What follows belongs to an exercise in optimizing a design on an open flow for small area, a short achievable clock period and few clock cycles; a production flow would make more cautious choices.
The RTL was checked by simulation tests, not by an equivalence proof against the original design.
Power is estimated from default activity; no workload was simulated.

Setup of run 1:
Design grid_cell_neighbor_enumerator, start of the top module:
module grid_cell_neighbor_enumerator #(
    parameter int MAX_DIM = 1024
) (
    input  logic                            i_clk,
    input  logic                            i_rst_n,
    input  logic                            req_valid,
    output logic                            req_ready,
    input  logic [gcne_pkg::INDEX_W-1:0]    req_cell_index,
    output logic                            res_valid,
    input  logic                            res_ready,
    output logic [gcne_pkg::COORD_OUT_W-1:0] res_cell_i,
    output logic [gcne_pkg::COORD_OUT_W-1:0] res_cell_j,
    output logic [gcne_pkg::COORD_OUT_W-1:0] res_cell_k,
    output logic                            res_valid_res,
    output logic                            res_last,
    input  logic                            psel,
    input  logic                            penable,
    input  logic                            pwrite,
    input  logic [gcne_pkg::APB_ADDR_W-1:0] paddr,
    input  logic [gcne_pkg::APB_DATA_W-1:0] pwdata,
    output logic [gcne_pkg::APB_DATA_W-1:0] prdata,
    output logic                            pready
);
Size in the first run: ~160 flip-flops, roughly 140 I/O pins.
export LEC_CHECK = 0
export CAP_MARGIN = 20
export CORE_MARGIN = 2
export CORE_UTILIZATION = 55
export SETUP_SLACK_MARGIN = 4.7
export SLEW_MARGIN = 20
create_clock -name core_clock -period 8.0 [get_ports {i_clk}]
run.sh (not shown) runs the stock make flow with config.mk's settings and CLKGATE_MAP_FILE= SYNTH_SCRIPT=/design/flow/synth_recipe.tcl, a recipe that flattens the netlist after the stock synthesis.
Testbench counts of run 1, summed over its fixed seeds: cycles 128,706.
Input changes introduced in run 2 (baseline for comparison: run 1):
--- a/flow/config.mk
+++ b/flow/config.mk
@@ -9,4 +9,4 @@
 export CORE_MARGIN = 2
-export CORE_UTILIZATION = 55
-export SETUP_SLACK_MARGIN = 4.7
+export CORE_UTILIZATION = 40
+export SETUP_SLACK_MARGIN = 4.5
 export SLEW_MARGIN = 20
## What came out
Routed length on met1: run 2 > run 1
In the flow results for run 1 and run 2, the summed area of non-filler cells in the final layout is smaller on run 2.
Data required time at the worst endpoint (run 2 over run 1): increase, 1.78 ns
In the metrics for run 1 and run 2, the one carrying the lower number of core rows is run 1.
Vias: run 2 below run 1
Run 1 -> run 2: combinational gate power decreased by a few percent
Run 2 has less setup slack than run 1.
Summary of run 2 over run 1: worst hold path stage count flat, layout net count down 5.
Going from run 1 to run 2, total routing resource utilization after global routing shrank by 6.8 points, routed wire length grew by 2.0%.
For run 3, these inputs were changed with respect to run 2:
--- a/flow/config.mk
+++ b/flow/config.mk
@@ -9,4 +9,4 @@
 export CORE_MARGIN = 2
-export CORE_UTILIZATION = 40
-export SETUP_SLACK_MARGIN = 4.5
+export CORE_UTILIZATION = 65
+export SETUP_SLACK_MARGIN = 4.8
 export SLEW_MARGIN = 20
Results
- When run 3 is set beside run 2, its length of routed met2 wiring turns out to be 770 µm larger.
- Changes observed in run 3 relative to run 2: die area decreased by 11,000 µm² relative to the old numbers; final non-filler cell area increased by 2.8% relative to the old numbers.
- Run comparison: run 2 end point of the critical path u_front.r_rem_i[7]; run 3 end point of the critical path u_front.r_rem_i[3]
The following lists how run 4 was set up differently from run 3:
--- a/flow/config.mk
+++ b/flow/config.mk
@@ -9,4 +9,4 @@
 export CORE_MARGIN = 2
-export CORE_UTILIZATION = 65
-export SETUP_SLACK_MARGIN = 4.8
+export CORE_UTILIZATION = 55
+export SETUP_SLACK_MARGIN = 5.0
 export SLEW_MARGIN = 20
## What came out
The flow did not stop early for run 4: all stages ran, and the layout cleared the timing, design-rule and antenna checks.
Going from run 3 to run 4, the area added between synthesis and finish was found to have gone up by 5.1 points.
Summary of run 4 over run 3: final period utilization fell 2.1 points, quantity of I/O buffers inserted on ports comparable, number of nets in the layout now larger, total global routing track utilization dropped 4.1 points.
Compared with run 3, run 4 shows a minimum period implied by the final worst setup slack that is 0.16 ns lower.
Total area of multi-input combinational cells in run 4 is about 3.5% higher than in run 3
Run 4 ends up with lower part of the power in the clock network than run 3 does.
[diff] largest voltage drop on the vdd net, run 4 relative to run 3: regression

---

grid_cell_neighbor_enumerator, a different RTL version from the one above (not shown whole).
Size: ~1400 cells after synthesis, about 160 flip-flops, about 11000 um2 of cells after synthesis.
==> flow/config.mk <==
export PLATFORM = sky130hd
export DESIGN_NAME = grid_cell_neighbor_enumerator
export DESIGN_NICKNAME = grid_cell_neighbor_enumerator
export VERILOG_FILES = /design/flow/design.v
export SDC_FILE = /design/flow/constraint.sdc
export NUM_CORES = 4
export LEC_CHECK = 0
export ABC_AREA = 1
export CAP_MARGIN = 20
export CORE_MARGIN = 2
export CORE_UTILIZATION = 55
export CTS_BUF_LIST = sky130_fd_sc_hd__clkbuf_4 sky130_fd_sc_hd__clkbuf_8
export SETUP_SLACK_MARGIN = 5.0
export SLEW_MARGIN = 20
==> flow/constraint.sdc <==
create_clock -name core_clock -period 8.0 [get_ports {i_clk}]
set_input_delay 1.6000 -clock core_clock [delete_from_list [all_inputs] [get_ports {i_clk}]]
set_output_delay 1.6000 -clock core_clock [all_outputs]
set_load 0.01 [all_outputs]
standard.sh (not shown) runs the stock make flow with config.mk's settings and CLKGATE_MAP_FILE= SYNTH_SCRIPT=/design/flow/synth_recipe.tcl, a recipe that flattens the netlist after the stock synthesis.
==> flow/flow/run.sh <==
#!/bin/bash
# The standard layout, with the port buffers inserted as the smallest buffer cell
# (resizing then sizes them up where timing needs it). Every input and output port
# still gets its own buffer.
set -euo pipefail
export BUFFER_PORTS_ARGS="-buffer_cell sky130_fd_sc_hd__buf_1"
bash standard.sh finish > standard_flow.log 2>&1
Testbench counts at the start, summed over its fixed seeds: cycles 126,644.
Next try:
- SETUP_SLACK_MARGIN: 5.0 -> 4.9
Effect: Worst setup slack is worse by 0.051 ns; clock skew shrinks by 0.0034 ns; clock-buffer cell count stays the same; total power drops by 2.7%; wire length drops by 1.7%; flip-flop and latch count does not change; fmax drops by about 1.6%; cell area came out lower by 2.3%; register-to-register slack got worse by 0.05 ns.

---

Another version of the RTL of grid_cell_neighbor_enumerator (not shown whole).
Size: roughly 1,300 cells after synthesis, ~12,000 µm² of cells after synthesis.
Settings: LEC_CHECK=0, CAP_MARGIN=20, CORE_MARGIN=2, CORE_UTILIZATION=55, CTS_BUF_LIST=sky130_fd_sc_hd__clkbuf_4 sky130_fd_sc_hd__clkbuf_8, SETUP_SLACK_MARGIN=4.9, SLEW_MARGIN=20; clock period 8.0 ns.
Scripts as last shown in full above: flow/flow/run.sh
The baseline ran to the end with no violations.
Testbench counts at the start, summed over its fixed seeds: cycles 126,644.
Edit:
CTS_BUF_LIST = sky130_fd_sc_hd__clkbuf_8   (was sky130_fd_sc_hd__clkbuf_4 sky130_fd_sc_hd__clkbuf_8)
CTS_CLUSTER_SIZE = 24   (was unset)
SETUP_SLACK_MARGIN = 4.7   (was 4.9)
Effect: Combinational power decreases by a little under a tenth; via count decreases by a few percent; global-route usage goes down by 1.1 points; clock skew is about the same.

-- what the ideal ports hide --
In the flow no input, the clock included, has a driving cell. The finished layouts below were timed again as built, in two steps.
Step 1 sets driving cells, clkbuf_16 on the clock port and buf_2 on the other inputs (assumed; they add their load-dependent delay and slew).
Step 2 also shifts input and output timing later by t, the mid clock arrival at the registers, as if the neighbouring blocks saw the same clock.
Slacks: no drivers / after step 1 / after step 2; pairs: no drivers / after step 1.
| run | t (ns) | setup slack, ns | worst setup path after step 2 |
|---|---|---|---|
| run 1 | 0.473 | 4.781 / 4.738 / 4.318 | input to register |
| run 2 | 0.474 | 4.711 / 4.705 / 4.290 | input to register |
| run 3 | 0.475 | 4.812 / 4.786 / 4.419 | input to register |
| run 4 | 0.477 | 4.977 / 4.977 / 4.592 | input to register |
| the first run of note 2 | 0.514 | 4.902 / 4.902 / 4.606 | input to register |
| the second run of note 2 | 0.516 | 4.851 / 4.851 / 4.523 | input to register |
| the first run of note 3 | 0.502 | 4.802 / 4.782 / 4.625 | input to register |
| the second run of note 3 | 0.504 | 4.800 / 4.759 / 4.485 | input to register |
After both steps setup and hold are still met in every run listed. The setup slack of run 1, which loses most, moves by -0.043 ns with the drivers and by -0.463 ns with both steps.
